Context: an optimization exercise on an open-source flow, tuned for small area, a short achievable clock period and few clock cycles. The choices shown serve that exercise and are no tape-out recipe. Only simulation tests tie the RTL to the original design; equivalence was not proved. No activity file was given, so power comes from the tool's default toggle rates.

<file path="flow/config.mk">
export PLATFORM = sky130hd
export DESIGN_NAME = laser_line_row_center_core
export DESIGN_NICKNAME = laser_line_row_center_core
export VERILOG_FILES = /design/flow/design.v
export SDC_FILE = /design/flow/constraint.sdc
export NUM_CORES = 4
export LEC_CHECK = 0
export CAP_MARGIN = 20
export CORE_MARGIN = 2
export CORE_UTILIZATION = 65
export CTS_CLUSTER_DIAMETER = 80
export CTS_CLUSTER_SIZE = 24
export SLEW_MARGIN = 60
</file>
<file path="flow/constraint.sdc">
create_clock -name core_clock -period 12.0 [get_ports {clk}]
set_input_delay 2.4000 -clock core_clock [delete_from_list [all_inputs] [get_ports {clk}]]
set_output_delay 2.4000 -clock core_clock [all_outputs]
set_load 0.01 [all_outputs]
</file>
<file path="flow/flow/run.sh">
#!/bin/bash
# Standard ORFS layout (the standard.sh, standard synthesis unchanged);
# only the timing repair is asked for more: a setup margin of 8.45 ns, so it
# works towards about 3.55 ns of the 12 ns period. The SDC, the clock period
# and the IO constraints are unchanged. make's full output goes to
# orfs_make.log; ORFS keeps each step's log under orfs/logs.
set -euo pipefail
bash standard.sh SETUP_SLACK_MARGIN=8.45 finish > orfs_make.log 2>&1
</file>
<file path="flow/standard.sh">
#!/bin/bash
# synth_recipe.tcl (not shown) runs the flow's synth.tcl, then flattens the netlist and writes it again
# the make line also repeats each setting of config.mk as NAME=value (left out here)
make -C /OpenROAD-flow-scripts/flow DESIGN_CONFIG=/design/flow/config.mk WORK_HOME=/design/flow/orfs CLKGATE_MAP_FILE= SYNTH_SCRIPT=/design/flow/synth_recipe.tcl "${@:-finish}"
</file>
<file path="flow/design.v">
package llrc_pkg;
  localparam int PIX_W      = 8;
  localparam int COL_W      = 12;
  localparam int IDX_W      = 11;
  localparam int ROW_W      = 12;
  localparam int LEN_W      = 7;
  localparam int CFG_W      = 12;
  localparam int CFG_IDX_W  = 1;
  localparam int MAX_WIDTH        = 2048;
  localparam int MAX_MODEL_LENGTH = 64;
  localparam int RING_DEPTH = MAX_MODEL_LENGTH + 1;
  localparam int RING_AW    = $clog2(RING_DEPTH);
  localparam int SUM_W      = $clog2(MAX_WIDTH * 255 + 1);
  localparam int RAM_W      = PIX_W + SUM_W;
  localparam int WIN_W      = 14;
  localparam int PROD_W     = LEN_W + PIX_W;
  localparam int RESP_W     = 16;
  localparam logic [CFG_IDX_W-1:0] REG_ROW_WIDTH    = 1'd0;
  localparam logic [CFG_IDX_W-1:0] REG_MODEL_LENGTH = 1'd1;
  localparam logic [CFG_W-1:0] ROW_WIDTH_RST    = 12'd640;
  localparam logic [LEN_W-1:0] MODEL_LENGTH_RST = 7'd8;
  typedef struct packed {
    logic              clear;      
    logic              active;     
    logic              resp_en;    
    logic [IDX_W-1:0]  resp_col;
    logic              tail_en;    
    logic [IDX_W-1:0]  tail_col;
    logic              last;
    logic [ROW_W-1:0]  row;
    logic [LEN_W-1:0]  len;
    logic [SUM_W-1:0]  prefix;
  } s1_t;
endpackage
import llrc_pkg::*;
module laser_line_row_center_core (
  input  logic                 clk,
  input  logic                 rst_n,
  input  logic                 in_valid,
  output logic                 in_ready,
  input  logic [PIX_W-1:0]     in_pixel,
  input  logic                 in_frame_start,
  output logic                 out_valid,
  input  logic                 out_ready,
  output logic [ROW_W-1:0]     out_row_index,
  output logic [IDX_W-1:0]     out_center_col,
  output logic                 out_found,
  input  logic                 cfg_we,
  input  logic [CFG_IDX_W-1:0] cfg_idx,
  input  logic [CFG_W-1:0]     cfg_data
);
  logic [11:0] w_arch;
  logic [6:0]  l_arch;
  logic [10:0] wm1;       
  logic [6:0]  len;       
  logic        act;       
  logic        lnz;       
  logic        l1;        
  logic [10:0] tcm1;      
  logic [11:0] w_in;      
  logic [6:0]  l_in;      
  always_comb begin
    if (cfg_data[11] && (cfg_data[10:0] != 11'd0)) w_in = 12'd2048;
    else if (cfg_data[11:1] == 11'd0)              w_in = 12'd2;
    else                                           w_in = cfg_data;
    l_in = (cfg_data[6] && (cfg_data[5:0] != 6'd0)) ? 7'd64 : cfg_data[6:0];
  end
  localparam logic [1:0] ST_RUN = 2'd0, ST_CLR = 2'd1, ST_ADD = 2'd2;
  logic        rst_q;     
  logic [1:0]  st;
  logic        pending;
  logic        owed;
  logic        rdy_r;
  logic        go_r;
  logic [6:0]  sel;       
  logic        a_v, a_fs;
  logic [7:0]  a_pix;
  logic [7:0]  pjr;       
  logic [10:0] c_r;
  logic        rfs_r;
  logic [511:0] sr;
  logic        b_pv, b_rst, b_resp, b_j0, b_last, b_rfs;
  logic [10:0] b_x;       
  logic [10:0] b_y;       
  logic [13:0] s_r;
  logic        d_pv, d_rst, d_resp, d_j0, d_last, d_rfs;
  logic signed [15:0] d_r;
  logic signed [15:0] mx_v, mn_v;
  logic [10:0] mx_c, mn_c, cd_r;
  logic        mx_s, mn_s;
  logic        e_ev, e_rfs;
  logic        o_v, o_found;
  logic [11:0] o_idx;
  logic [10:0] o_cen;
  logic [10:0] c_eff, c_nxt, c_new;
  logic        ge_r;      
  logic        z_r;       
  logic        a_last, a_ge, a_rm, a_rst, a_j0, a_rfs;
  logic [7:0]  rd;
  logic [10:0] pp0, pp1, pp2, pp3, pp4, pp5;
  logic        empty, apply, more;
  logic        s_clr;
  logic [7:0]  s_add, s_sub;
  always_comb begin
    c_eff  = a_fs ? 11'd0 : c_r;
    a_last = c_eff >= wm1;
    a_ge   = a_fs ? !lnz : ge_r;
    a_rm   = a_ge && lnz;
    a_rst  = a_fs || z_r;
    a_j0   = (c_eff == {4'd0, len});
    a_rfs  = a_rst ? a_fs : rfs_r;
    rd     = 8'd0;
    for (int k = 0; k < 64; k++) begin
      if (sel[5:0] == 6'(k)) rd = rd | sr[8*k +: 8];
    end
    c_nxt  = a_last ? 11'd0 : c_eff + 11'd1;
    c_new  = a_v ? c_nxt : c_r;
    pp0 = len[0] ? {3'd0, pjr}       : 11'd0;
    pp1 = len[1] ? {2'd0, pjr, 1'b0} : 11'd0;
    pp2 = len[2] ? {1'd0, pjr, 2'b0} : 11'd0;
    pp3 = len[3] ? {3'd0, pjr}       : 11'd0;
    pp4 = len[4] ? {2'd0, pjr, 1'b0} : 11'd0;
    pp5 = len[5] ? {1'd0, pjr, 2'b0} : (len[6] ? {pjr, 3'b0} : 11'd0);
    empty  = !a_v && !b_pv && !d_pv && !e_ev;
    apply  = pending && empty && (st == ST_RUN);
    more   = (sel < {4'd0, c_r}) && (sel < len);
    s_clr   = a_v ? a_rst : (st == ST_CLR);
    s_add   = a_v ? (lnz ? a_pix : 8'd0) : (go_r ? pjr : 8'd0);
    s_sub   = (a_v && a_rm) ? pjr : 8'd0;
  end
  logic        zmaybe;
  logic        owed_nxt, pend_nxt;
  logic [1:0]  st_nxt;
  logic        pop;
  always_comb begin
    pop      = o_v && out_ready;
    zmaybe   = (a_v && a_last) ? (wm1 == 11'd1) : ({1'b0, c_r} + 12'd2 >= {1'b0, wm1});
    owed_nxt = (a_v && a_last) ? 1'b1 : (pop ? 1'b0 : owed);
    pend_nxt = cfg_we || (pending && !apply);
    case (st)
      ST_RUN:  st_nxt = apply ? ST_CLR : ST_RUN;
      ST_CLR:  st_nxt = ST_ADD;
      ST_ADD:  st_nxt = more ? ST_ADD : ST_RUN;
      default: st_nxt = ST_RUN;
    endcase
  end
  always_ff @(posedge clk) begin
    rst_q <= rst_n;
    if (!rst_n) begin
      w_arch  <= 12'd640;
      l_arch  <= 7'd8;
      pending <= 1'b0;
      rdy_r   <= 1'b0;
      o_v     <= 1'b0;
    end else begin
      if (cfg_we) begin
        if (cfg_idx == REG_ROW_WIDTH) w_arch <= w_in;
        else                          l_arch <= l_in;
      end
      pending <= pend_nxt;
      rdy_r   <= (st_nxt == ST_RUN) && !pend_nxt && !(owed_nxt && zmaybe);
      if (e_ev && rst_q)  o_v <= 1'b1;
      else if (out_ready) o_v <= 1'b0;
    end
  end
  always_ff @(posedge clk) begin
    if (!rst_q) begin
      wm1     <= 11'd639;
      len     <= 7'd8;
      act     <= 1'b1;
      lnz     <= 1'b1;
      l1      <= 1'b0;
      tcm1    <= 11'd631;
      st      <= ST_RUN;
      owed    <= 1'b0;
      go_r    <= 1'b0;
      sel     <= 7'd6;
      a_v     <= 1'b0;
      c_r     <= 11'd0;
      ge_r    <= 1'b0;
      z_r     <= 1'b1;
      b_pv    <= 1'b0;
      d_pv    <= 1'b0;
      e_ev    <= 1'b0;
      o_idx   <= 12'hfff;
    end else begin
      if (apply) begin
        wm1  <= w_arch[10:0] - 11'd1;
        len  <= l_arch;
        lnz  <= (l_arch != 7'd0);
        l1   <= (l_arch == 7'd1);
      end
      if (st == ST_CLR) begin
        tcm1 <= jd12[10:0];
        act  <= !jd12[11];
      end
      st      <= st_nxt;
      owed    <= owed_nxt;
      go_r    <= (st == ST_ADD) && more;
      case (st)
        ST_CLR:  sel <= 7'd0;
        ST_ADD:  sel <= more ? sel + 7'd1 : len - 7'd2;
        default: ;
      endcase
      a_v  <= in_valid && rdy_r;
      c_r  <= c_new;
      if (a_v) z_r <= a_last;
      if (!a_v)        ge_r <= ({1'b0, c_r} >= {5'd0, len});
      else if (a_last) ge_r <= !lnz;
      else if (a_fs)   ge_r <= (len <= 7'd1);
      else             ge_r <= ({1'b0, c_r} + 12'd1 >= {5'd0, len});
      b_pv <= a_v;
      d_pv <= b_pv;
      e_ev <= d_pv && d_last;
      if (e_ev) o_idx <= e_rfs ? 12'd0 : o_idx + 12'd1;
    end
  end
  assign in_ready = rdy_r;
  always_ff @(posedge clk) begin
    a_pix <= in_pixel;
    a_fs  <= in_frame_start;
    if (a_v) begin
      rfs_r <= a_rfs;
      sr    <= {sr[503:0], a_pix};
    end
    if (st == ST_RUN) begin
      if (a_v) pjr <= l1 ? a_pix : rd;
    end else if (more) begin
      pjr <= rd;
    end
    s_r     <= (s_clr ? 14'd0 : s_r) + {6'd0, s_add} - {6'd0, s_sub};
    b_rst   <= a_rst;
    b_x     <= pp0 + pp1 + pp2;
    b_y     <= pp3 + pp4 + pp5;
    b_resp  <= act && a_ge;
    b_j0    <= a_j0;
    b_last  <= a_last;
    b_rfs   <= a_rfs;
  end
  always_ff @(posedge clk) begin
    d_r    <= $signed({5'd0, b_x}) + $signed({2'd0, b_y, 3'd0}) - $signed({2'b0, s_r});
    d_rst  <= b_rst;
    d_resp <= b_resp;
    d_j0   <= b_j0;
    d_last <= b_last;
    d_rfs  <= b_rfs;
  end
  logic [10:0] cd, jd;
  logic [11:0] jd12;
  logic        gt, lt, d_pos;
  logic        mn_pos;    
  always_comb begin
    cd = d_rst ? 11'd0 : cd_r + 11'd1;
    jd12 = {1'b0, (st == ST_CLR) ? wm1 : cd} - {5'd0, len};
    jd   = jd12[10:0];
    gt = d_r > mx_v;
    lt = d_r < mn_v;
    d_pos = !d_r[15] && (d_r != 16'sd0);
  end
  always_ff @(posedge clk) begin
    if (d_pv) begin
      cd_r <= cd;
      if (d_rst) begin
        mx_c <= '0; mn_c <= '0; mx_s <= 1'b0; mn_s <= 1'b0;
      end
      if (d_resp && d_j0) begin
        mx_v <= d_r;
        mn_v <= d_r;
        mn_pos <= d_pos;
      end else if (d_rst) begin
        mx_v <= '0;
        mn_v <= '0;
        mn_pos <= 1'b0;
      end else if (d_resp) begin
        if (gt) begin
          mx_v <= d_r; mx_c <= jd; mx_s <= 1'b1;
        end
        if (lt) begin
          mn_v <= d_r; mn_c <= jd; mn_s <= 1'b1; mn_pos <= d_pos;
        end
      end
    end
    e_rfs <= d_rfs;
  end
  logic        t_mx, t_mn, e_found;
  logic [10:0] e_mxc, e_mnc;
  logic [11:0] e_sum;
  always_comb begin
    t_mx    = act && lnz && mx_v[15];
    t_mn    = act && lnz && mn_pos;
    e_mxc   = t_mx ? tcm1 : mx_c;
    e_mnc   = t_mn ? tcm1 : mn_c;
    e_found = act && (mx_s || t_mx) && (mn_s || t_mn);
    e_sum   = {1'b0, e_mxc} + {1'b0, e_mnc} + {11'd0, t_mx | t_mn};
  end
  always_ff @(posedge clk) begin
    o_found <= (e_ev & e_found) | (~e_ev & o_found);
    o_cen   <= ({11{e_ev & e_found}} & e_sum[11:1]) | ({11{~e_ev}} & o_cen);
  end
  assign out_valid      = o_v;
  assign out_row_index  = o_idx;
  assign out_center_col = o_cen;
  assign out_found      = o_found;
endmodule
</file>
==> summary.txt, run 1 <==
row count=84; DR vias=24195; CTS Buf Count=40; chip height=between 200 and 250 um; drt initial violations=3115; Worst path slowest cell=or4_4; CP arrival=roughly 4 ns; Worst setup EP type=flip-flop; RSZ-0062 raised after global routing=true; DR pass1 iterations=6; largest cells by area after synthesis=edfxtp_1 (52%), dfxtp_1 (10%), ha_1 (6.0%); Post-DP HPWL=roughly 68 mm; synth-to-layout area growth=11.2%; Mapped Nets=a little under 3000; Synth cell types=80; number of nets with antenna violations after routing=0; pin count of the biggest net entering global routing=75; H-tree depth=2; Clock Tree Buf Depth=3; Starting Density=around 66%; initial antenna violation count=3; Die W=around 230 um; Relative slew margins=~57%; Nets=~3100; core area=around 0.052 mm^2; EDFF count, synth=590; total track usage=about 36%; # clock sinks=~770; vias per cell=6.78; Hold Crit Class=reg -> reg; # hold bufs at CTS=0; root buffer cell=clkbuf_16; Synth warnings=1; Total Wirelength=around 100 mm; Max Fclk=284 MHz; Clock transition at path regs=around 0.10 ns; setup TNS=0 ns; top_reg_cell synth=edfxtp_1; IO Count=53; DRC violations left=0; Synth area leader=edfxtp_1; commonest non-fill, non-tap cell in the layout=edfxtp_1; critical-path cell list=clkdlybuf4s15_1, or4_4, nor4_4, nand2b_1, a21oi_2, a22oi_1, nor2b_1; Setup violations, final=0; Startpoint Class=primary input; Syn Inst Count=approximately 2700; Post-Synthesis Mean Instance Area=~13 um^2; Final Skew=0.0246 ns; async set-or-reset flop fraction in the synthesized netlist=0%; Yosys reg bits=between 700 and 800; die area=~0.055 mm^2; layout cell share with drive strength beyond 1=between 10% and 20%; worst-path maximum fanout=4; sequential element share of the synthesized area=about three fifths; aggregate global routing overflow=0; critical path's largest stage delay=a little over 0.5 ns; Period minus WS final=3.52 ns; required time of the worst setup path=12.54 ns; Skew-Pair Late Insertion Delay=0.62 ns; Tightest Pin Transition=0.650 ns; max cap viols=0; Yosys top cell area share=around 52%; drt wl/cell=27.8 um; PortBufs=52; total power draw=roughly 0.0055 W; kind of critical path=in -> reg; worst vdd rail ir drop=approximately 0.00012 V; fillcell total=3522; vias in the first global route=~23000; PwrDens=145 mW/mm^2; RePlAce Congestion=0.971; CTS tree=built; final max-slew violation count=0; status=finished clean; static leakage power=~13 nW; first-pass GRT wire length=around 140 mm; most frequent cells in the layout=edfxtp_1 (590), a22oi_1 (228), nand2_1 (220); Hold Vio Cnt, Final=0; final period utilization=just under 30%; synthesized area=between 0.03 and 0.04 mm^2
through the flow:
stage          hold WS (ns)  setup slack, ns  utilization, %  cell area, um^2  std cells
2_1_floorplan         0.310             5.19               -            34600       2721
3_3_place_gp          0.310             7.57            68.8            36100       3445
3_5_place_dp          0.312             7.54            69.7            36600       3461
4_1_cts               0.333             8.40            72.3            37900       3554
5_1_grt               0.338             8.43            72.8            38200       3566
6_report              0.332             8.48            72.8            38200       3567
worst paths after layout:
kind                     from  cells past startpoint  slack [ns]   endpoint
hold / removal         b_resp                      0        0.33     d_resp
setup / recovery  cfg_data[5]                      7        8.48  w_arch[4]
hold reg to reg        b_resp                      0        0.33     d_resp
setup reg to reg       sel[1]                      8        8.59     pjr[6]
critical path, delay by kind of cell:
kind / cells / cell delay [ns]
AOI/OAI and AO/OA: 2 / 0.36
buffers and inverters: 1 / 0.21
and+or+nand+nor: 4 / 1.10
kinds of logic after synthesis:
| logic type | synth area share, % |
|---|---|
| and+or+nand+nor | 10.2 |
| buffers and inverters | 3.03 |
| adders and majority gates | 8.02 |
| DFF | 61.9 |
| AOI/OAI and AO/OA | 12.7 |
| xor gates and xnor gates | 2.55 |
| muxes | 1.63 |
cell usage after synthesis, types with 48 or more instances:
cell type,number
a21oi_1,78
a22oi_1,229
clkbuf_1,48
dfxtp_1,177
edfxtp_1,590
ha_1,166
inv_1,184
nand2_1,224
nor2_1,186
nor2b_1,49
o21ai_0,72
xnor2_1,66
registers in the layout, summed over array words and instances, names as in the netlist, 8 cells and up, named ones only:
signal	cells
a_pix	8
b_x	11
b_y	11
c_r	11
cd_r	11
d_r	16
mn_c	11
mn_v	16
mx_c	11
mx_v	16
o_cen	11
o_idx	12
pjr	8
s_r	14
sr	512
tcm1	11
w_arch	11
wm1	11
area by class of cell:
cell class	count	area, um^2	area share (%)
flip-flops and latches	767	21300	55.8
repair buffers	158	1430	3.74
clock inverters	10	95.1	0.249
inverters	185	701	1.83
multi-input cells	1694	12600	33.0
clock buffers	64	1170	3.08
well taps	688	861	2.25
diodes	1	2.50	0.00655
where the power goes:
| part | switching (W) | internal (W) |
|---|---|---|
| Clock | 0.000859 | 0.000696 |
| Combinational | 0.000521 | 0.000427 |
| Sequential | 0.000101 | 0.00293 |
| Total | 0.00148 | 0.00406 |
repair_timing:
item | in CTS | in global routing
endpoints found under the setup margin | 48 | 26
pin swaps | 6 | 14
resized for setup | 152 | 32
gates cloned | 1 | 1
buffers inserted | 18 | 5
routing by layer:
metal | vias to the layer above | global-route usage (%) | wire length [um]
li1 | 10468 | - | -
met1 | 11734 | 45.1 | 35000
met2 | 1604 | 57.2 | 45700
met3 | 387 | 8.80 | 11200
met4 | 2 | 21.3 | 7150
met5 | - | 0 | 8
Testbench counts, summed over its fixed seeds: cycles 48,992.
==> inputs of run 2 (changes only) <==
--- a/flow/config.mk
+++ b/flow/config.mk
@@ -7,7 +7,7 @@
 export LEC_CHECK = 0
 export CAP_MARGIN = 20
 export CORE_MARGIN = 2
-export CORE_UTILIZATION = 65
+export CORE_UTILIZATION = 55
 export CTS_CLUSTER_DIAMETER = 80
 export CTS_CLUSTER_SIZE = 24
-export SLEW_MARGIN = 60
+export SLEW_MARGIN = 40
==> summary.txt, run 2 <==
status=finished clean (unchanged); DRC violations left=0 (unchanged); Yosys reg bits=767 (unchanged); Yosys top cell area share=51.6% (unchanged); placed cell count=3585 (was 3461); Startpoint Class=flip-flop (was primary input); most common cell in the netlist=edfxtp_1 (unchanged); root buffer cell=clkbuf_16 (unchanged); Post-DP HPWL=70.0 mm (was 68.4 mm); Mapped Nets=2948 (unchanged); PortBufs=52 (unchanged); die area=0.0645 mm^2 (was 0.0547 mm^2); Clock transition at path regs=0.10 ns (about the same); setup TNS=0 ns (unchanged); worst reg-to-reg setup slack=8.47 ns (was 8.59 ns); critical-path cell list=inv_1, ha_1, or3b_2, nor2_1, buf_4, a22oi_1, nand2_1, nor3_1, a31oi_1 (was clkdlybuf4s15_1, or4_4, nor4_4, nand2b_1, a21oi_2, a22oi_1, nor2b_1); vias in the first global route=22785 (was 22814); synthesized area=0.0344 mm^2 (unchanged); # hold bufs at CTS=0 (unchanged); commonest non-fill, non-tap cell in the layout=edfxtp_1 (unchanged); chip height=254 um (was 234 um); row count=91 (was 84); DR pass1 iterations=6 (unchanged); initial antenna violation count=4 (was 3); total track usage=31.3% (was 36.0%); DR vias=23521 (was 24195); top cells by count, synth=edfxtp_1 (590), a22oi_1 (229), nand2_1 (224) (unchanged); Worst setup EP type=flip-flop (unchanged); final period utilization=29.4% (was 29.3%); Post-Synthesis Mean Instance Area=12.6 um^2 (unchanged); Syn Inst Count=2721 (unchanged); kind of critical path=reg -> reg (was in -> reg); worst-path maximum fanout=8 (was 4); Final Skew=0.0354 ns (was 0.0246 ns); hold_sp=b_rfs (was b_resp); largest cells by area after synthesis=edfxtp_1 (52%), dfxtp_1 (10%), ha_1 (6.0%) (unchanged); Synth warnings=1 (unchanged); Hold Vio Cnt, Final=0 (unchanged); crit path to=pjr[3] (was w_arch[4]); aggregate global routing overflow=0 (unchanged); max FFs per register=512 (unchanged); Clock Tree Buf Depth=3 (unchanged); WP depth=9 (was 7); Tightest Pin Transition=0.938 ns (was 0.650 ns); CTS Buf Count=41 (was 40); Starting Density=55.7% (was 65.5%); pin count of the biggest net entering global routing=116 (was 75); Largest Register=sr (unchanged); EDFF count, synth=590 (unchanged); synth-to-layout area growth=10.9% (was 11.2%); FF-to-FF path depth=9 (was 8); static leakage power=13.3 nW (was 13.5 nW); RSZ-0062 raised after global routing=true (unchanged); worst reg2reg path startpoint=sel[1] (unchanged); PwrDens=146 mW/mm^2 (was 145 mW/mm^2); core area=0.0617 mm^2 (was 0.0524 mm^2); max cap viols=0 (unchanged); Worst Setup SP=sel[1] (was cfg_data[5]); Hold Crit Class=reg -> reg (unchanged); CP bufs+invs=2 (was 1); total power draw=0.00556 W (was 0.00554 W); Final Non-Filler Cells=3687 (was 3567); Relative slew margins=37.2% (was 56.5%); first-pass GRT wire length=147 mm (was 143 mm); async set-or-reset flop fraction in the synthesized netlist=0% (unchanged); sequential element share of the synthesized area=61.9% (unchanged); RePlAce Congestion=0.941 (was 0.971); drt wl/cell=27.7 um (was 27.8 um); vias per cell=6.38 (was 6.78); Synth area leader=edfxtp_1 (unchanged); CP arrival=3.86 ns (was 4.06 ns); number of nets with antenna violations after routing=0 (unchanged); Nets=3059 (was 3073); IO Count=53 (unchanged); worst vdd rail ir drop=0.000137 V (was 0.000118 V); Worst R2R End=pjr[3] (was pjr[6]); top_reg_cell synth=edfxtp_1 (unchanged); CTS tree=built (unchanged); Synth cell types=80 (unchanged); Skew-Pair Late Insertion Delay=0.62 ns (about the same); final max-slew violation count=0 (unchanged); Setup violations, final=0 (unchanged); drt initial violations=2766 (was 3115); most frequent cells in the layout=edfxtp_1 (590), a22oi_1 (227), nand2_1 (221) (was edfxtp_1 (590), a22oi_1 (228), nand2_1 (220)); layout cell share with drive strength beyond 1=12.5% (was 13.0%); CP delay by family, top=simple AND/OR/NAND/NOR gates (unchanged); required time of the worst setup path=12.33 ns (was 12.54 ns); # clock sinks=767 (unchanged); Max Fclk=283 MHz (was 284 MHz); Period minus WS final=3.53 ns (was 3.52 ns); critical path's largest stage delay=0.60 ns (was 0.51 ns); Die W=254 um (was 234 um); Total Wirelength=102 mm (was 99.0 mm); H-tree depth=2 (unchanged); Worst path slowest cell=or3b_2 (was or4_4)
## run 2: cell counts after synthesis
Identical to the previous run, type by type.
## run 2: power breakdown
group	internal, W	leakage (nW)	total [W]	switching [W]
clock	0.000675	0.591	0.00156	0.000883
combinational	0.000439	6.30	0.000972	0.000533
sequential	0.00293	6.44	0.00303	0.000102
## run 2: layer usage
metal / up-vias / part of all wire (%) / track usage (%)
met1: 11570 / 37 / 38.6
met5: - / 0.080 / 0
li1: 10422 / - / -
met4: 6 / 6.8 / 18.8
met2: 1182 / 48 / 51.9
met3: 341 / 8.2 / 5.41
## run 2: worst min path at each step
stage	depth (start not counted)	to	slack (ns)
2_1_floorplan	0	d_j0	0.31
3_3_place_gp	0	e_rfs	0.31
3_5_place_dp	0	d_rfs	0.31
4_1_cts	0	d_last	0.33
5_1_grt	0	d_rfs	0.34
6_report	0	d_rfs	0.33
## run 2: layout make-up
type,count,area (um^2)
Antenna cell,1,2.50
Clock buffer,44,1060
Clock inverter,16,166
Fill cell,4836,23600
Inverter,185,698
Multi-Input combinational cell,1694,12700
Sequential cell,767,21300
Tap cell,837,1050
Timing Repair Buffer,143,1150
## run 2: through the flow
stage	utilization, %	hold slack [ns]	worst slack, ns	instance area, um^2
3_3_place_gp	58.7	0.311	7.48	36200
2_1_floorplan	-	0.310	5.19	34600
5_1_grt	61.8	0.343	8.41	38100
3_5_place_dp	59.1	0.312	7.48	36400
4_1_cts	61.3	0.334	8.43	37800
6_report	61.8	0.335	8.47	38100
## run 2: timing repair
item / 4_1_cts / 5_1_grt
gates resized for setup: 158 / 42
pin swaps: 5 / 18
buffers inserted: 19 / 19
cloned: 1 / 1
endpoints found under the setup margin: 54 / 27
## run 2: cells by family after synthesis
logic type	count (synthesis)	synth area share [%]
buffers and inverters	261	3.03
DFF	767	61.9
muxes	53	1.63
adders and majority gates	200	8.02
and+or+nand+nor	722	10.2
AOI/OAI and AO/OA	618	12.7
xor gates and xnor gates	100	2.55
==> inputs of run 3 (changes only) <==
--- a/flow/config.mk
+++ b/flow/config.mk
@@ -10,4 +10,4 @@
 export CORE_UTILIZATION = 55
 export CTS_CLUSTER_DIAMETER = 80
 export CTS_CLUSTER_SIZE = 24
-export SLEW_MARGIN = 40
+export SLEW_MARGIN = 60
==> summary.txt, run 3 <==
CTS tree=built (unchanged); PwrDens=145 mW/mm^2 (was 146 mW/mm^2); required time of the worst setup path=9.60 ns (was 12.33 ns); Synth cell types=80 (unchanged); Clock transition at path regs=0.09 ns (was 0.10 ns); setup TNS=0 ns (unchanged); Startpoint Class=flip-flop (unchanged); Relative slew margins=55.6% (was 37.2%); worst hold slack=0.334 ns (was 0.335 ns); first-pass GRT wire length=149 mm (was 147 mm); critical-path cell list=buf_2 (was inv_1, ha_1, or3b_2, nor2_1, buf_4, a22oi_1, nand2_1, nor3_1, a31oi_1); worst vdd rail ir drop=0.000107 V (was 0.000137 V); Post-Synthesis Mean Instance Area=12.6 um^2 (unchanged); fillcell total=4876 (was 4836); synthesized area=0.0344 mm^2 (unchanged); max FFs per register=512 (unchanged); Nets=3073 (was 3059); Yosys top cell area share=51.6% (unchanged); Final Skew=0.0614 ns (was 0.0354 ns); PortBufs=52 (unchanged); Mapped Nets=2948 (unchanged); root buffer cell=clkbuf_16 (unchanged); final period utilization=29.3% (was 29.4%); Synth area leader=edfxtp_1 (unchanged); DRC violations left=0 (unchanged); drt initial violations=2737 (was 2766); top_reg_cell synth=edfxtp_1 (unchanged); final max-slew violation count=0 (unchanged); CP delay by family, top=flip-flops (was simple AND/OR/NAND/NOR gates); largest cells by area after synthesis=edfxtp_1 (52%), dfxtp_1 (10%), ha_1 (6.0%) (unchanged); commonest non-fill, non-tap cell in the layout=edfxtp_1 (unchanged); synth-to-layout area growth=11.9% (was 10.9%); vias per cell=6.38 (about the same); Syn Inst Count=2721 (unchanged); row count=91 (unchanged); static leakage power=13.5 nW (was 13.3 nW); DR vias=23686 (was 23521); vias in the first global route=23138 (was 22785); Clock Tree Buf Depth=3 (unchanged); core area=0.0617 mm^2 (unchanged); Die W=254 um (unchanged); CTS Buf Count=41 (unchanged); most frequent cells in the layout=edfxtp_1 (590), a22oi_1 (228), nand2_1 (220) (was edfxtp_1 (590), a22oi_1 (227), nand2_1 (221)); RePlAce Congestion=0.941 (unchanged); sequential element share of the synthesized area=61.9% (unchanged); Skew-Pair Late Insertion Delay=0.66 ns (was 0.62 ns); top cells by count, synth=edfxtp_1 (590), a22oi_1 (229), nand2_1 (224) (unchanged); async set-or-reset flop fraction in the synthesized netlist=0% (unchanged); initial antenna violation count=3 (was 4); Total Wirelength=102 mm (about the same); Yosys reg bits=767 (unchanged); status=finished clean (unchanged); Largest Register=sr (unchanged); number of nets with antenna violations after routing=0 (unchanged); most common cell in the netlist=edfxtp_1 (unchanged); max cap viols=0 (unchanged); Setup violations, final=0 (unchanged); worst-path maximum fanout=1 (was 8); Starting Density=55.7% (unchanged); total track usage=31.5% (was 31.3%); IO Count=53 (unchanged); Hold Crit Class=reg -> reg (unchanged); kind of critical path=reg -> out (was reg -> reg); DR pass1 iterations=5 (was 6); layout cell share with drive strength beyond 1=13.5% (was 12.5%); Synth warnings=1 (unchanged); Worst setup EP type=primary output (was flip-flop); Cell Area, Placed=0.0368 mm^2 (was 0.0364 mm^2); pin count of the biggest net entering global routing=83 (was 116); critical path's largest stage delay=0.36 ns (was 0.60 ns); CP bufs+invs=1 (was 2); Period minus WS final=3.51 ns (was 3.53 ns); RSZ-0062 raised after global routing=true (unchanged); Hold Vio Cnt, Final=0 (unchanged); # hold bufs at CTS=0 (unchanged); drt wl/cell=27.6 um (was 27.7 um); die area=0.0645 mm^2 (unchanged); # clock sinks=767 (unchanged); H-tree depth=2 (unchanged); Worst path slowest cell=edfxtp_1 (was or3b_2); EDFF count, synth=590 (unchanged); CP arrival=1.11 ns (was 3.86 ns); Max Fclk=285 MHz (was 283 MHz); Tightest Pin Transition=0.665 ns (was 0.938 ns); aggregate global routing overflow=0 (unchanged); cell area after layout=0.0385 mm^2 (was 0.0381 mm^2); Post-DP HPWL=71.8 mm (was 70.0 mm); chip height=254 um (unchanged)
## run 3: changes by cell type in the layout (fill, tap and decap cells not counted), sizes merged
cell           before  now
buf               116  130
dlygate4sd2         3    5
clkdlybuf4s50      18   17
clkbuf             49   58
bufinv              1    0
clkinv              6    4
inv               190  191
clkinvlp            4    5
## run 3: worst paths after layout
kind                                  end       from  slack [ns]  depth (start not counted)
worst max-delay path            out_found  flip-flop        8.49                          1
worst min-delay path                d_rfs      b_rfs        0.33                          0
worst max register to register     pjr[3]     sel[0]        8.60                          8
worst min register to register      d_rfs      b_rfs        0.33                          0
## run 3: cells by family (layout without fill, tap and decap cells)
| group | Yosys count | after routing | share of synthesized area (%) |
|---|---|---|---|
| adders and majority gates | 200 | 200 | 8.02 |
| and+or+nand+nor | 722 | 722 | 10.2 |
| buffers and inverters | 261 | 411 | 3.03 |
| DFF | 767 | 767 | 61.9 |
| AOI/OAI and AO/OA | 618 | 619 | 12.7 |
| other | 0 | 1 | 0 |
| muxes | 53 | 53 | 1.63 |
| xor gates and xnor gates | 100 | 100 | 2.55 |
## run 3: per-stage QoR
step | util (%) | worst slack (ns) | power (W) | cells
floorplan | - | 5.19 | 0.00376 | 2721
global placement | 58.7 | 7.48 | 0.00396 | 3583
detailed placement | 59.7 | 7.47 | 0.00401 | 3603
CTS | 61.9 | 8.37 | 0.00556 | 3694
global route | 62.3 | 8.44 | 0.00579 | 3709
finish | 62.3 | 8.49 | 0.00556 | 3710
## run 3: report_power, final
group          internal [W]  total [W]  switching (W)
clock network      0.000675    0.00158       0.000902
registers           0.00293    0.00303       0.000102
logic              0.000426   0.000949       0.000522
## run 3: area by class of cell
type	count	area [um^2]	area share, %
diodes	1	2.50	0.00651
clock buffers	54	1110	2.88
clock inverters	15	158	0.410
inverters	185	701	1.82
multi-input cells	1694	12700	33.1
flip-flops and latches	767	21300	55.4
well taps	837	1050	2.72
repair buffers	157	1390	3.60
## run 3: timing repair
item                                    4_1_cts  5_1_grt
endpoints found under the setup margin       49       25
hold endpoints to repair                      0        0
buffers inserted                             21       13
resized for setup                           154       24
pin swaps                                     6       11
gates cloned                                  1        1
## run 3: per-layer routing
metal | part of all wire [%] | GRT usage, % | vias to the layer above | wire length [um]
met4 | 7.2 | 20.1 | 4 | 7400
met5 | 0.060 | 0 | - | 61
met2 | 47 | 51.8 | 1262 | 48600
li1 | - | - | 10454 | -
met3 | 8.1 | 5.38 | 360 | 8280
met1 | 37 | 38.8 | 11606 | 38100
==> inputs of run 4 (changes only) <==
--- a/flow/config.mk
+++ b/flow/config.mk
@@ -8,6 +8,6 @@
 export CAP_MARGIN = 20
 export CORE_MARGIN = 2
 export CORE_UTILIZATION = 55
-export CTS_CLUSTER_DIAMETER = 80
-export CTS_CLUSTER_SIZE = 24
+export CTS_CLUSTER_DIAMETER = 90
+export CTS_CLUSTER_SIZE = 27
 export SLEW_MARGIN = 60
==> summary.txt, run 4 <==
status=finished clean (unchanged); worst-path maximum fanout=5 (was 1); final max-slew violation count=0 (unchanged); Worst setup EP type=primary output (unchanged); CTS Buf Count=37 (was 41); synthesized area=0.0344 mm^2 (unchanged); Yosys reg bits=767 (unchanged); CP arrival=1.10 ns (was 1.11 ns); final period utilization=29.2% (was 29.3%); Clock transition at path regs=0.10 ns (was 0.09 ns); PortBufs=52 (unchanged); commonest non-fill, non-tap cell in the layout=edfxtp_1 (unchanged); Synth area leader=edfxtp_1 (unchanged); Worst path slowest cell=dfxtp_4 (was edfxtp_1); Largest Register=sr (unchanged); Yosys top cell area share=51.6% (unchanged); Die W=254 um (unchanged); # clock sinks=767 (unchanged); top cells by count, synth=edfxtp_1 (590), a22oi_1 (229), nand2_1 (224) (unchanged); final core occ=62.2% (was 62.3%); core area=0.0617 mm^2 (unchanged); FF-to-FF path depth=8 (unchanged); Clock Tree Buf Depth=3 (unchanged); pin count of the biggest net entering global routing=83 (unchanged); async set-or-reset flop fraction in the synthesized netlist=0% (unchanged); critical path's largest stage delay=0.37 ns (was 0.36 ns); largest cells by area after synthesis=edfxtp_1 (52%), dfxtp_1 (10%), ha_1 (6.0%) (unchanged); # hold bufs at CTS=0 (unchanged); CP bufs+invs=1 (unchanged); Setup violations, final=0 (unchanged); row count=91 (unchanged); Hold Vio Cnt, Final=0 (unchanged); drt wl/cell=27.5 um (was 27.6 um); Synth warnings=1 (unchanged); setup TNS=0 ns (unchanged); Max Fclk=286 MHz (was 285 MHz); layout cell share with drive strength beyond 1=13.4% (was 13.5%); EDFF count, synth=590 (unchanged); aggregate global routing overflow=0 (unchanged); DRC violations left=0 (unchanged); PwrDens=144 mW/mm^2 (was 145 mW/mm^2); initial antenna violation count=4 (was 3); DR pass1 iterations=6 (was 5); Synth cell types=80 (unchanged); final setup margin=8.50 ns (was 8.49 ns); kind of critical path=reg -> out (unchanged); Nets=3069 (was 3073); root buffer cell=clkbuf_16 (unchanged); most common cell in the netlist=edfxtp_1 (unchanged); WP depth=1 (unchanged); Final Skew=0.0515 ns (was 0.0614 ns); Mapped Nets=2948 (unchanged); Startpoint Class=flip-flop (unchanged); IO Count=53 (unchanged); required time of the worst setup path=9.60 ns (about the same); max cap viols=0 (unchanged); H-tree depth=2 (unchanged); Hold Path Depth=0 (unchanged); Hold Crit Class=reg -> reg (unchanged); Tightest Pin Transition=0.662 ns (was 0.665 ns); static leakage power=13.4 nW (was 13.5 nW); chip height=254 um (unchanged); top_reg_cell synth=edfxtp_1 (unchanged); most frequent cells in the layout=edfxtp_1 (590), a22oi_1 (227), nand2_1 (220) (was edfxtp_1 (590), a22oi_1 (228), nand2_1 (220)); total power draw=0.00552 W (was 0.00556 W); Post-DP HPWL=71.8 mm (unchanged); RePlAce Congestion=0.941 (unchanged); Total Wirelength=102 mm (about the same); Syn Inst Count=2721 (unchanged); DP Worst Slack=7.47 ns (unchanged); critical-path cell list=buf_2 (unchanged); die area=0.0645 mm^2 (unchanged); vias in the first global route=23044 (was 23138); vias per cell=6.37 (was 6.38); Relative slew margins=55.8% (was 55.6%); Period minus WS final=3.50 ns (was 3.51 ns); Skew-Pair Late Insertion Delay=0.65 ns (was 0.66 ns); sequential element share of the synthesized area=61.9% (unchanged); Post-Synthesis Mean Instance Area=12.6 um^2 (unchanged); drt initial violations=2727 (was 2737); DR vias=23651 (was 23686); Starting Density=55.7% (unchanged); worst vdd rail ir drop=0.000101 V (was 0.000107 V); CP delay by family, top=flip-flops (unchanged); first-pass GRT wire length=148 mm (was 149 mm); CTS tree=built (unchanged); number of nets with antenna violations after routing=0 (unchanged); synth-to-layout area growth=11.7% (was 11.9%); total track usage=31.5% (about the same); RSZ-0062 raised after global routing=true (unchanged); max FFs per register=512 (unchanged)
==> run 4: cell counts after synthesis <==
Identical to the previous run, type by type.
==> run 4: area by class of cell <==
class	count	area (um^2)
Multi-Input combinational cell	1694	12800
Clock buffer	57	1050
Clock inverter	11	129
Inverter	185	701
Fill cell	4901	23300
Sequential cell	767	21300
Timing Repair Buffer	157	1380
Antenna cell	2	5.00
Tap cell	837	1050
==> run 4: cell families after synthesis <==
logic type	after synthesis	synth area share, %
multiplexers	53	1.63
AO/OA/AOI/OAI	618	12.7
AND/OR/NAND/NOR	722	10.2
adder cells (fa/ha/maj)	200	8.02
buffers and inverters	261	3.03
flip-flops	767	61.9
XOR/XNOR	100	2.55
==> run 4: power breakdown <==
part | internal, W | switching, W
Clock | 0.000639 | 0.000887
Sequential | 0.00293 | 0.000102
Combinational | 0.000432 | 0.000524
Total | 0.00400 | 0.00151
==> run 4: repair_timing <==
action / 4_1_cts / 5_1_grt
setup buffers: 22 / 12
resized for setup: 155 / 32
gates cloned: 1 / 1
pin swaps: 5 / 17
setup endpoints to repair: 50 / 26
==> run 4: path summary, 6_finish.rpt <==
kind                      endpoint  slack, ns     start
setup / recovery  out_row_index[0]       8.50  o_idx[0]
hold / removal               e_rfs       0.34     d_rfs
setup reg to reg            pjr[3]       8.55    sel[0]
hold reg to reg              e_rfs       0.34     d_rfs
==> run 4: metal layers <==
layer	global-route usage (%)	vias to the layer above	share of wire, %
met5	0	-	0.024
met4	19.4	4	7.0
met3	5.61	361	8.6
met2	52.0	1253	48
met1	38.8	11567	37
li1	-	10466	-
==> run 4: metrics by stage <==
stage,std cells,instance area (um^2),hold slack [ns]
final,3710,38400,0.335
after global routing,3708,38400,0.343
after CTS,3694,38100,0.334
after detailed placement,3603,36800,0.312
after global placement,3583,36200,0.311
after floorplan,2721,34600,0.310
==> inputs of run 5 (changes only) <==
--- a/flow/design.v
+++ b/flow/design.v
@@ -56,7 +56,7 @@
   logic        act;       
   logic        lnz;       
   logic        l1;        
-  logic [10:0] tcm1;      
+  logic [10:0] tcol;      
   logic [11:0] w_in;      
   logic [6:0]  l_in;      
   always_comb begin
@@ -170,7 +170,7 @@
       act     <= 1'b1;
       lnz     <= 1'b1;
       l1      <= 1'b0;
-      tcm1    <= 11'd631;
+      tcol    <= 11'd632;
       st      <= ST_RUN;
       owed    <= 1'b0;
       go_r    <= 1'b0;
@@ -191,8 +191,8 @@
         l1   <= (l_arch == 7'd1);
       end
       if (st == ST_CLR) begin
-        tcm1 <= jd12[10:0];
-        act  <= !jd12[11];
+        tcol <= jd13[10:0];
+        act  <= !jd13[12] && (jd13 != 13'd0);
       end
       st      <= st_nxt;
       owed    <= owed_nxt;
@@ -205,10 +205,8 @@
       a_v  <= in_valid && rdy_r;
       c_r  <= c_new;
       if (a_v) z_r <= a_last;
-      if (!a_v)        ge_r <= ({1'b0, c_r} >= {5'd0, len});
-      else if (a_last) ge_r <= !lnz;
-      else if (a_fs)   ge_r <= (len <= 7'd1);
-      else             ge_r <= ({1'b0, c_r} + 12'd1 >= {5'd0, len});
+      if ((st == ST_ADD) && !more) ge_r <= (sel == len);
+      else if (a_v)                ge_r <= a_last ? !lnz : (a_ge || (c_nxt == {4'd0, len}));
       b_pv <= a_v;
       d_pv <= b_pv;
       e_ev <= d_pv && d_last;
@@ -246,13 +244,13 @@
     d_rfs  <= b_rfs;
   end
   logic [10:0] cd, jd;
-  logic [11:0] jd12;
+  logic [12:0] jd13;
   logic        gt, lt, d_pos;
   logic        mn_pos;    
   always_comb begin
     cd = d_rst ? 11'd0 : cd_r + 11'd1;
-    jd12 = {1'b0, (st == ST_CLR) ? wm1 : cd} - {5'd0, len};
-    jd   = jd12[10:0];
+    jd13 = ((st == ST_CLR) ? {1'b0, w_arch} : {2'b0, cd}) - {6'd0, len};
+    jd   = jd13[10:0];
     gt = d_r > mx_v;
     lt = d_r < mn_v;
     d_pos = !d_r[15] && (d_r != 16'sd0);
@@ -288,10 +286,10 @@
   always_comb begin
     t_mx    = act && lnz && mx_v[15];
     t_mn    = act && lnz && mn_pos;
-    e_mxc   = t_mx ? tcm1 : mx_c;
-    e_mnc   = t_mn ? tcm1 : mn_c;
+    e_mxc   = t_mx ? tcol : mx_c;
+    e_mnc   = t_mn ? tcol : mn_c;
     e_found = act && (mx_s || t_mx) && (mn_s || t_mn);
-    e_sum   = {1'b0, e_mxc} + {1'b0, e_mnc} + {11'd0, t_mx | t_mn};
+    e_sum   = {1'b0, e_mxc} + {1'b0, e_mnc};
   end
   always_ff @(posedge clk) begin
     o_found <= (e_ev & e_found) | (~e_ev & o_found);
--- a/flow/flow/run.sh
+++ b/flow/flow/run.sh
@@ -5,4 +5,4 @@
 # and the IO constraints are unchanged. make's full output goes to
 # orfs_make.log; ORFS keeps each step's log under orfs/logs.
 set -euo pipefail
-bash standard.sh SETUP_SLACK_MARGIN=8.45 finish > orfs_make.log 2>&1
+bash standard.sh SETUP_SLACK_MARGIN=8.55 finish > orfs_make.log 2>&1
--- a/flow/config.mk
+++ b/flow/config.mk
@@ -8,6 +8,6 @@
 export CAP_MARGIN = 20
 export CORE_MARGIN = 2
 export CORE_UTILIZATION = 55
-export CTS_CLUSTER_DIAMETER = 90
-export CTS_CLUSTER_SIZE = 27
+export CTS_CLUSTER_DIAMETER = 80
+export CTS_CLUSTER_SIZE = 24
 export SLEW_MARGIN = 60
==> summary.txt, run 5 <==
status=finished clean (unchanged); DR pass1 iterations=7 (was 6); total track usage=31.6% (was 31.5%); Multi-input gate area=0.0124 mm^2 (was 0.0128 mm^2); EDFF count, synth=590 (unchanged); die area=0.0642 mm^2 (was 0.0645 mm^2); first-pass GRT wire length=147 mm (was 148 mm); CP arrival=1.11 ns (was 1.10 ns); CP bufs+invs=1 (unchanged); DR WL met3=9.48 mm (was 8.82 mm); FF+latch area=0.0213 mm^2 (about the same); WL met1=38.5 mm (was 37.5 mm); CTS tree=built (unchanged); most common cell in the netlist=edfxtp_1 (unchanged); Flop pwr share=53.9% (was 55.0%); Nets=3030 (was 3069); # clock sinks=768 (was 767); worst-path maximum fanout=1 (was 5); Hold Path Depth=0 (unchanged); DR vias=23441 (was 23651); Clock transition at path regs=0.09 ns (was 0.10 ns); DRC violations left=0 (unchanged); synth-to-layout area growth=12.9% (was 11.7%); CTS Buf Count=43 (was 37); max cap viols=0 (unchanged); Hold Crit Class=reg -> reg (unchanged); layout cell share with drive strength beyond 1=14.3% (was 13.4%); Tightest Pin Transition=0.678 ns (was 0.662 ns); async set-or-reset flop fraction in the synthesized netlist=0% (unchanged); critical path's largest stage delay=0.37 ns (about the same); Skew-Pair Late Insertion Delay=0.63 ns (was 0.65 ns); Final Non-Filler Cells=3683 (was 3710); Worst setup EP type=primary output (unchanged); CP delay by family, top=flip-flops (unchanged); FF-to-FF path depth=10 (was 8); vias in the first global route=22585 (was 23044); Hold Vio Cnt, Final=0 (unchanged); power share of the clock group=29.8% (was 27.7%); worst reg2reg path startpoint=sel[1] (was sel[0]); fillcell total=4676 (was 4901); pin count of the biggest net entering global routing=80 (was 83); number of nets with antenna violations after routing=0 (unchanged); WHS Endpoint=d_resp (was e_rfs); H-tree depth=2 (unchanged); Worst R2R End=pjr[6] (was pjr[3]); Setup violations, final=0 (unchanged); Yosys top cell area share=51.8% (was 51.6%); Total Wirelength=102 mm (about the same); Post-Synthesis Mean Instance Area=12.8 um^2 (was 12.6 um^2); RSZ-0062 raised after global routing=true (unchanged); most frequent cells in the layout=edfxtp_1 (590), inv_1 (177), a22oi_1 (175) (was edfxtp_1 (590), a22oi_1 (227), nand2_1 (220)); top_reg_cell synth=edfxtp_1 (unchanged); IO Count=53 (unchanged); Relative slew margins=54.7% (was 55.8%); Max Fclk=285 MHz (was 286 MHz); Yosys reg bits=768 (was 767); final max-slew violation count=0 (unchanged); worst vdd rail ir drop=0.000119 V (was 0.000101 V); Largest Register=sr (unchanged); drt wl/cell=27.8 um (was 27.5 um); initial antenna violation count=1 (was 4); chip height=253 um (was 254 um); worst hold slack=0.334 ns (was 0.335 ns); final period utilization=29.3% (was 29.2%); Worst path slowest cell=edfxtp_1 (was dfxtp_4); Synth cell types=76 (was 80); # hold bufs at CTS=0 (unchanged); commonest non-fill, non-tap cell in the layout=edfxtp_1 (unchanged); Power Internal=0.00410 W (was 0.00400 W); combinational share of power=16.3% (was 17.3%); Die W=253 um (was 254 um); top cells by count, synth=edfxtp_1 (590), inv_1 (180), a22oi_1 (178), dfxtp_1 (178), nor2_1 (177) (was edfxtp_1 (590), a22oi_1 (229), nand2_1 (224)); sequential element share of the synthesized area=62.2% (was 61.9%); core area=0.0616 mm^2 (was 0.0617 mm^2); uppermost routed layer=met4 (was met5); hold_sp=b_resp (was d_rfs); Synth area leader=edfxtp_1 (unchanged); worst reg-to-reg setup slack=8.57 ns (was 8.55 ns); RePlAce Congestion=0.915 (was 0.941); PortBufs=52 (unchanged); Startpoint Class=flip-flop (unchanged); Final Skew=0.0443 ns (was 0.0515 ns); placed cell count=3558 (was 3603); vias per cell=6.36 (was 6.37); Synth warnings=1 (unchanged); row count=91 (unchanged); switching power=0.00152 W (was 0.00151 W); Mapped Nets=2880 (was 2948); critical-path cell list=buf_2 (unchanged); root buffer cell=clkbuf_16 (unchanged); Clock Tree Buf Depth=3 (unchanged); setup TNS=0 ns (unchanged); kind of critical path=reg -> out (unchanged); synthesized area=0.0342 mm^2 (was 0.0344 mm^2); sw frac=27.1% (was 27.4%); Period minus WS final=3.51 ns (was 3.50 ns); Starting Density=55.5% (was 55.7%); PwrDens=146 mW/mm^2 (was 144 mW/mm^2); static leakage power=13.3 nW (was 13.4 nW); drt initial violations=2771 (was 2727); Syn Inst Count=2669 (was 2721); required time of the worst setup path=9.60 ns (about the same); max FFs per register=512 (unchanged); Met2 Wirelength=48.4 mm (was 48.5 mm); largest cells by area after synthesis=edfxtp_1 (52%), dfxtp_1 (10%), ha_1 (5.5%) (was edfxtp_1 (52%), dfxtp_1 (10%), ha_1 (6.0%)); aggregate global routing overflow=0 (unchanged); Post-DP HPWL=70.0 mm (was 71.8 mm)
-- run 5: cell count changes in the layout (fill, tap and decap cells not counted), moves of 17 or more --
cell and change:
a21oi_1 +17, o21ai_0 -29, ha_1 -17, a22oi_1 -52, buf_6 +23, mux2i_1 +20
a221oi_1 +21, nand2_1 -61, buf_2 -21, nor3_1 +19, buf_4 +29
-- run 5: worst max path at each step --
stage,slack (ns),startpoint,cells after the start,to
finish,8.49,flip-flop,1,out_found
global route,8.45,flip-flop,1,out_found
CTS,8.45,flip-flop,1,out_found
detailed placement,7.44,cfg_data[6],7,w_arch[3]
global placement,7.50,st[1],14,s_r[13]
floorplan,5.25,a_v,15,s_r[13]
-- run 5: area by class of cell --
class	instances	area share, %
sequential	768	55.3
clock inverter	16	0.577
antenna	1	0.00648
inverter	184	1.81
timing repair buffer	182	4.44
clock buffer	55	3.01
multi-input combinational	1640	32.2
tap	837	2.71
-- run 5: metal layers --
layer  vias up  global-route usage [%]
met1     11535                    40.4
met5         -                       0
li1      10353                       -
met3       303                    5.93
met4         0                    15.7
met2      1250                    52.0
-- run 5: through the flow --
stage / setup WS, ns / cell area, um^2 / utilization (%) / power [W]
floorplan: 5.25 / 34400 / - / 0.00374
finish: 8.49 / 38600 / 62.7 / 0.00562
global placement: 7.50 / 36100 / 58.6 / 0.00394
global route: 8.45 / 38600 / 62.7 / 0.00585
detailed placement: 7.44 / 36500 / 59.3 / 0.00398
CTS: 8.45 / 38300 / 62.1 / 0.00563
-- run 5: timing repair --
item | CTS | global route
resized for setup | 194 | 35
gates cloned | 1 | 1
setup endpoints to repair | 53 | 44
buffers inserted | 27 | 23
pin swaps | 6 | 13
-- run 5: kinds of logic (layout without fill, tap and decap cells) --
kind of cell | after synthesis | after routing | synth area share (%)
muxes | 75 | 75 | 2.29
adders and majority gates | 184 | 184 | 7.48
buffers and inverters | 262 | 437 | 2.99
AOI/OAI and AO/OA | 565 | 566 | 12.0
and+or+nand+nor | 712 | 712 | 10.4
DFF | 768 | 768 | 62.2
xor gates and xnor gates | 103 | 103 | 2.64
other | 0 | 1 | 0
-- run 5: power groups by stage --
stage	sequential, W	clock [W]	combinational, W
final	0.00303	0.00168	0.000914
after global routing	0.00304	0.00177	0.00103
after CTS	0.00303	0.00170	0.000899
after detailed placement	0.00310	0	0.000883
after global placement	0.00310	0	0.000847
after floorplan	0.00306	0	0.000682
Testbench counts of run 5, summed over its fixed seeds: cycles 48,992.
==> inputs of run 6 (changes only) <==
--- a/flow/flow/run.sh
+++ b/flow/flow/run.sh
@@ -5,4 +5,4 @@
 # and the IO constraints are unchanged. make's full output goes to
 # orfs_make.log; ORFS keeps each step's log under orfs/logs.
 set -euo pipefail
-bash standard.sh SETUP_SLACK_MARGIN=8.55 finish > orfs_make.log 2>&1
+bash standard.sh SETUP_SLACK_MARGIN=8.45 finish > orfs_make.log 2>&1
==> summary.txt, run 6 <==
status=finished clean (unchanged); EDFF count, synth=590 (unchanged); DR pass1 iterations=9 (was 7); largest cells by area after synthesis=edfxtp_1 (52%), dfxtp_1 (10%), ha_1 (5.5%) (unchanged); sequential element share of the synthesized area=62.2% (unchanged); Clock transition at path regs=0.09 ns (about the same); kind of critical path=reg -> out (unchanged); Worst setup EP type=primary output (unchanged); DRC violations left=0 (unchanged); Clock Tree Buf Depth=3 (unchanged); number of nets with antenna violations after routing=0 (unchanged); core area=0.0616 mm^2 (unchanged); Max Fclk=286 MHz (was 285 MHz); total track usage=31.2% (was 31.6%); Relative slew margins=54.0% (was 54.7%); worst vdd rail ir drop=0.0000990 V (was 0.000119 V); chip height=253 um (unchanged); layout cell share with drive strength beyond 1=13.7% (was 14.3%); top cells by count, synth=edfxtp_1 (590), inv_1 (180), a22oi_1 (178), dfxtp_1 (178), nor2_1 (177) (unchanged); Die W=253 um (unchanged); row count=91 (unchanged); commonest non-fill, non-tap cell in the layout=edfxtp_1 (unchanged); Hold Vio Cnt, Final=0 (unchanged); critical path's largest stage delay=0.36 ns (was 0.37 ns); Mapped Nets=2880 (unchanged); static leakage power=13.2 nW (was 13.3 nW); aggregate global routing overflow=0 (unchanged); die area=0.0642 mm^2 (unchanged); critical-path cell list=buf_2 (unchanged); CP delay by family, top=flip-flops (unchanged); initial antenna violation count=0 (was 1); Multi-input gate area=0.0124 mm^2 (about the same); most frequent cells in the layout=edfxtp_1 (590), inv_1 (178), a22oi_1 (177) (was edfxtp_1 (590), inv_1 (177), a22oi_1 (175)); required time of the worst setup path=9.60 ns (about the same); Nets=3004 (was 3030); Tightest Pin Transition=0.687 ns (was 0.678 ns); Syn Inst Count=2669 (unchanged); H-tree depth=2 (unchanged); Synth warnings=1 (unchanged); Total Wirelength=101 mm (was 102 mm); # hold bufs at CTS=0 (unchanged); RePlAce Congestion=0.959 (was 0.915); root buffer cell=clkbuf_16 (unchanged); top_reg_cell synth=edfxtp_1 (unchanged); Hold Crit Class=reg -> reg (unchanged); Post-Synthesis Mean Instance Area=12.8 um^2 (unchanged); final period utilization=29.2% (was 29.3%); setup TNS=0 ns (unchanged); Final Skew=0.0450 ns (was 0.0443 ns); PwrDens=147 mW/mm^2 (was 146 mW/mm^2); worst-path maximum fanout=1 (unchanged); Yosys reg bits=768 (unchanged); drt wl/cell=27.5 um (was 27.8 um); DR vias=23342 (was 23441); synthesized area=0.0342 mm^2 (unchanged); PortBufs=52 (unchanged); Post-DP HPWL=70.2 mm (was 70.0 mm); Worst path slowest cell=edfxtp_1 (unchanged); most common cell in the netlist=edfxtp_1 (unchanged); RSZ-0062 raised after global routing=true (unchanged); Largest Register=sr (unchanged); IO Count=53 (unchanged); synth-to-layout area growth=12.0% (was 12.9%); async set-or-reset flop fraction in the synthesized netlist=0% (unchanged); max cap viols=0 (unchanged); max FFs per register=512 (unchanged); CTS Buf Count=43 (unchanged); first-pass GRT wire length=145 mm (was 147 mm); final max-slew violation count=0 (unchanged); Starting Density=55.5% (unchanged); pin count of the biggest net entering global routing=83 (was 80); CTS tree=built (unchanged); # clock sinks=768 (unchanged); Yosys top cell area share=51.8% (unchanged); Skew-Pair Late Insertion Delay=0.63 ns (about the same); FF+latch area=0.0213 mm^2 (about the same); CP bufs+invs=1 (unchanged); vias in the first global route=22328 (was 22585); Synth area leader=edfxtp_1 (unchanged); fillcell total=4765 (was 4676); total power draw=0.00563 W (was 0.00562 W); Synth cell types=76 (unchanged); drt initial violations=2876 (was 2771); Startpoint Class=flip-flop (unchanged); vias per cell=6.38 (was 6.36); Period minus WS final=3.50 ns (was 3.51 ns); CP arrival=1.10 ns (was 1.11 ns); Setup violations, final=0 (unchanged)
-- run 6: cell types whose count changed in the layout (fill, tap and decap cells not counted), sizes merged --
cell	delta
clkinv	+3
inv	+1
bufinv	+1
clkinvlp	-3
buf	-30
dlygate4sd2	+2
clkdlybuf4s15	+1
-- run 6: timing repair --
| item | in CTS | in global routing |
|---|---|---|
| cloned | 1 | 0 |
| gates resized for setup | 155 | 34 |
| pin swaps | 6 | 8 |
| buffers inserted | 22 | 8 |
| endpoints found under the setup margin | 49 | 23 |
-- run 6: routing by layer --
layer	vias up	wire [um]	global-route usage, %
met5	-	0	0
li1	10284	-	-
met3	332	9480	7.03
met1	11430	38100	39.5
met2	1296	47500	51.2
met4	0	5720	14.5
-- run 6: stage by stage --
stage	instances	utilization, %	setup WS, ns	instance area, um^2	hold slack, ns
5_1_grt	3657	62.1	8.42	38300	0.335
3_5_place_dp	3550	59.3	7.52	36500	0.312
4_1_cts	3645	61.8	8.38	38100	0.332
6_report	3658	62.2	8.50	38300	0.332
2_1_floorplan	2669	-	5.25	34400	0.310
3_3_place_gp	3538	58.5	7.48	36100	0.310
-- run 6: cell type report --
class | instances | share of cell area (%)
Inverter | 184 | 1.81
Clock buffer | 54 | 3.00
Timing Repair Buffer | 156 | 3.56
Multi-Input combinational cell | 1640 | 32.5
Clock inverter | 18 | 0.663
Tap cell | 837 | 2.74
Antenna cell | 1 | 0.00654
Sequential cell | 768 | 55.8
-- run 6: path summary, 6_finish.rpt --
| kind | start | endpoint | slack [ns] | cells past startpoint |
|---|---|---|---|---|
| max reg2reg | sel[2] | pjr[5] | 8.53 | 9 |
| min | b_rst | d_rst | 0.33 | 0 |
| max | flip-flop | out_found | 8.50 | 1 |
| min reg2reg | b_rst | d_rst | 0.33 | 0 |
-- run 6: worst reg2reg max path, stage by stage (launching register included) --
cell      delay [ns]
dfxtp_2         0.53
buf_4           0.29
nor2_1          0.16
nand2_1         0.33
nor2_2          0.20
buf_4           0.27
a221oi_1        0.30
nand4_1         0.16
or4_1           0.54
o32a_1          0.44
-- run 6: power breakdown --
part           internal [W]  leakage (nW)  switching (W)
clock              0.000755         0.682       0.000925
combinational      0.000419          6.04       0.000495
sequential          0.00294          6.43      0.0000992
-- run 6: kinds of logic after synthesis --
family / count (synthesis) / synth area share [%]
compound gates: 565 / 12.0
simple gates: 712 / 10.4
fa+ha+maj: 184 / 7.48
buf+inv: 262 / 2.99
xor+xnor: 103 / 2.64
mux: 75 / 2.29
flops: 768 / 62.2
==> inputs of run 7 (changes only) <==
--- a/flow/design.v
+++ b/flow/design.v
@@ -51,7 +51,7 @@
 );
   logic [11:0] w_arch;
   logic [6:0]  l_arch;
-  logic [10:0] wm1;       
+  logic [11:0] wd;        
   logic [6:0]  len;       
   logic        act;       
   logic        lnz;       
@@ -93,6 +93,7 @@
   logic [11:0] o_idx;
   logic [10:0] o_cen;
   logic [10:0] c_eff, c_nxt, c_new;
+  logic [11:0] c_inc;
   logic        ge_r;      
   logic        z_r;       
   logic        a_last, a_ge, a_rm, a_rst, a_j0, a_rfs;
@@ -103,7 +104,8 @@
   logic [7:0]  s_add, s_sub;
   always_comb begin
     c_eff  = a_fs ? 11'd0 : c_r;
-    a_last = c_eff >= wm1;
+    c_inc  = {1'b0, c_eff} + 12'd1;
+    a_last = c_inc >= wd;
     a_ge   = a_fs ? !lnz : ge_r;
     a_rm   = a_ge && lnz;
     a_rst  = a_fs || z_r;
@@ -113,7 +115,7 @@
     for (int k = 0; k < 64; k++) begin
       if (sel[5:0] == 6'(k)) rd = rd | sr[8*k +: 8];
     end
-    c_nxt  = a_last ? 11'd0 : c_eff + 11'd1;
+    c_nxt  = a_last ? 11'd0 : c_inc[10:0];
     c_new  = a_v ? c_nxt : c_r;
     pp0 = len[0] ? {3'd0, pjr}       : 11'd0;
     pp1 = len[1] ? {2'd0, pjr, 1'b0} : 11'd0;
@@ -134,7 +136,7 @@
   logic        pop;
   always_comb begin
     pop      = o_v && out_ready;
-    zmaybe   = (a_v && a_last) ? (wm1 == 11'd1) : ({1'b0, c_r} + 12'd2 >= {1'b0, wm1});
+    zmaybe   = (a_v && a_last) ? (wd == 12'd2) : ({1'b0, c_r} + 12'd3 >= wd);
     owed_nxt = (a_v && a_last) ? 1'b1 : (pop ? 1'b0 : owed);
     pend_nxt = cfg_we || (pending && !apply);
     case (st)
@@ -165,7 +167,7 @@
   end
   always_ff @(posedge clk) begin
     if (!rst_q) begin
-      wm1     <= 11'd639;
+      wd      <= 12'd640;
       len     <= 7'd8;
       act     <= 1'b1;
       lnz     <= 1'b1;
@@ -185,7 +187,7 @@
       o_idx   <= 12'hfff;
     end else begin
       if (apply) begin
-        wm1  <= w_arch[10:0] - 11'd1;
+        wd   <= w_arch;
         len  <= l_arch;
         lnz  <= (l_arch != 7'd0);
         l1   <= (l_arch == 7'd1);
==> summary.txt, run 7 <==
status=finished clean (unchanged); root buffer cell=clkbuf_16 (unchanged); synthesized area=0.0340 mm^2 (was 0.0342 mm^2); kind of critical path=reg -> reg (was reg -> out); Synth warnings=1 (unchanged); RePlAce Congestion=0.922 (was 0.959); aggregate global routing overflow=0 (unchanged); Post-Synthesis Mean Instance Area=12.9 um^2 (was 12.8 um^2); WHS Endpoint=d_j0 (was d_rst); PortBufs=52 (unchanged); Worst setup EP type=flip-flop (was primary output); worst reg-to-reg setup slack=8.44 ns (was 8.53 ns); Worst R2R End=ge_r (was pjr[5]); Mapped Nets=2852 (was 2880); Tightest Pin Transition=0.662 ns (was 0.687 ns); max cap viols=0 (unchanged); final max-slew violation count=0 (unchanged); Clock transition at path regs=0.09 ns (about the same); Hold Crit Class=reg -> reg (unchanged); hold_sp=b_j0 (was b_rst); DRC violations left=0 (unchanged); chip height=253 um (about the same); Cell Area, Placed=0.0362 mm^2 (was 0.0365 mm^2); H-tree depth=2 (unchanged); Starting Density=55.4% (was 55.5%); async set-or-reset flop fraction in the synthesized netlist=0% (unchanged); antenna cells=0 (was 1); critical-path cell list=nand2b_4, inv_4, ha_4, and4_4, a21o_1, a21oi_2, ha_1, nand2_2, or4_4, o211ai_1, buf_4, a21boi_4, xnor2_1, or3_1, nor4_2, o21a_1 (was buf_2); layout cell share with drive strength beyond 1=14.5% (was 13.7%); PwrDens=145 mW/mm^2 (was 147 mW/mm^2); Hold Path Depth=0 (unchanged); CP arrival=4.10 ns (was 1.10 ns); most common cell in the netlist=edfxtp_1 (unchanged); vias in the first global route=22558 (was 22328); Period minus WS final=3.56 ns (was 3.50 ns); Nets=2979 (was 3004); final core occ=62.4% (was 62.2%); core area=0.0614 mm^2 (was 0.0616 mm^2); final setup margin=8.44 ns (was 8.50 ns); required time of the worst setup path=12.53 ns (was 9.60 ns); DR vias=23467 (was 23342); Largest Register=sr (unchanged); EDFF count, synth=590 (unchanged); Setup violations, final=0 (unchanged); vias per cell=6.53 (was 6.38); Startpoint Class=flip-flop (unchanged); CTS Buf Count=43 (unchanged); Max Fclk=281 MHz (was 286 MHz); CTS tree=built (unchanged); DP Worst Slack=7.54 ns (was 7.52 ns); commonest non-fill, non-tap cell in the layout=edfxtp_1 (unchanged); Skew-Pair Late Insertion Delay=0.63 ns (about the same); final period utilization=29.7% (was 29.2%); RSZ-0062 raised after global routing=true (unchanged); number of nets with antenna violations after routing=0 (unchanged); Multi-input gate area=0.0124 mm^2 (about the same); DR pass1 iterations=6 (was 9); die area=0.0638 mm^2 (was 0.0642 mm^2); Final Skew=0.0494 ns (was 0.0450 ns); FF+latch area=0.0214 mm^2 (was 0.0213 mm^2); total track usage=31.6% (was 31.2%); fillcell total=4771 (was 4765); static leakage power=13.2 nW (about the same); setup TNS=0 ns (unchanged); worst vdd rail ir drop=0.000147 V (was 0.0000990 V); worst-path maximum fanout=5 (was 1); initial antenna violation count=3 (was 0); first-pass GRT wire length=147 mm (was 145 mm); drt wl/cell=28.3 um (was 27.5 um); most frequent cells in the layout=edfxtp_1 (590), nand2_1 (183), inv_1 (175) (was edfxtp_1 (590), inv_1 (178), a22oi_1 (177)); sequential element share of the synthesized area=62.7% (was 62.2%); worst reg2reg path startpoint=a_fs (was sel[2]); IO Count=53 (unchanged); row count=91 (unchanged); Die W=253 um (about the same); Yosys reg bits=769 (was 768); cell area after layout=0.0383 mm^2 (about the same); Hold Vio Cnt, Final=0 (unchanged); drt initial violations=3042 (was 2876); top cells by count, synth=edfxtp_1 (590), nand2_1 (187), inv_1 (182) (was edfxtp_1 (590), inv_1 (180), a22oi_1 (178), dfxtp_1 (178), nor2_1 (177)); top_reg_cell synth=edfxtp_1 (unchanged); Yosys top cell area share=52.1% (was 51.8%); Synth cell types=84 (was 76); Clock Tree Buf Depth=3 (unchanged); # hold bufs at CTS=0 (unchanged); Worst Setup SP=a_fs; Relative slew margins=55.7% (was 54.0%); Syn Inst Count=2640 (was 2669); worst hold slack=0.332 ns (about the same); max FFs per register=512 (unchanged); critical path's largest stage delay=0.51 ns (was 0.36 ns); Synth area leader=edfxtp_1 (unchanged); Total Wirelength=102 mm (was 101 mm); # clock sinks=769 (was 768); Post-DP HPWL=69.1 mm (was 70.2 mm); Worst path slowest cell=or4_4 (was edfxtp_1); synth-to-layout area growth=12.6% (was 12.0%); FF-to-FF path depth=16 (was 9); pin count of the biggest net entering global routing=83 (unchanged); largest cells by area after synthesis=edfxtp_1 (52%), dfxtp_1 (11%), ha_1 (5.6%) (was edfxtp_1 (52%), dfxtp_1 (10%), ha_1 (5.5%))
[run 7: worst max-delay path by stage]
stage | cells past startpoint | endpoint
CTS | 13 | ge_r
finish | 16 | ge_r
global route | 16 | ge_r
detailed placement | 7 | w_arch[2]
global placement | 16 | ge_r
floorplan | 16 | s_r[12]
[run 7: cell type report]
class                           count  area share (%)
Sequential cell                   769            55.9
Multi-Input combinational cell   1612            32.4
Timing Repair Buffer              155            3.63
Clock buffer                       62            3.05
Tap cell                          790            2.58
Inverter                          186            1.86
Clock inverter                     17           0.605
[run 7: timing repair]
action                                  in CTS  in global routing
setup buffers                               24                 20
endpoints found under the setup margin      67                 29
cloned                                       1                  0
resized for setup                          172                 60
pin swaps                                    9                 20
endpoints found under the hold margin        0                  0
[run 7: routing by layer]
| metal | part of all wire, % | global-route usage (%) |
|---|---|---|
| met1 | 38 | 40.7 |
| met2 | 47 | 52.3 |
| met3 | 9.4 | 5.65 |
| met4 | 5.3 | 14.4 |
| met5 | 0.040 | 0 |
[run 7: cell families (layout without fill, tap and decap cells)]
group | after synthesis | in the layout | share of synthesized area (%)
DFF | 769 | 769 | 62.7
and+or+nand+nor | 686 | 686 | 10.1
AOI/OAI and AO/OA | 607 | 607 | 13.0
buffers and inverters | 259 | 420 | 2.96
adders and majority gates | 185 | 185 | 7.56
xor gates and xnor gates | 93 | 93 | 2.40
muxes | 41 | 41 | 1.29
[run 7: critical path: cells and delay by family, from the launching register on]
family | cells | cell delay, ns
adders and majority gates | 2 | 0.44
buffers and inverters | 2 | 0.25
xor gates and xnor gates | 1 | 0.13
and+or+nand+nor | 6 | 1.65
DFF | 1 | 0.36
AOI/OAI and AO/OA | 5 | 0.64
[run 7: power breakdown]
part	switching [W]	total [W]	internal [W]
Clock	0.000920	0.00167	0.000755
Sequential	0.0000951	0.00303	0.00293
Combinational	0.000457	0.000850	0.000393
Total	0.00147	0.00555	0.00408
[run 7: through the flow]
step | std cells | total power (W)
floorplan | 2640 | 0.00368
global placement | 3450 | 0.00387
detailed placement | 3461 | 0.00390
CTS | 3565 | 0.00555
global route | 3591 | 0.00578
finish | 3591 | 0.00555
Testbench counts of run 7, summed over its fixed seeds: cycles 48,992.

Re-timed with assumed drivers on the ports (clkbuf_16 on the clock, buf_2 on other inputs), run 7 has 8.420 ns of setup slack against 8.436 ns with ideal ports, and 7.896 ns once port delays also move by the mid clock arrival of 0.675 ns.
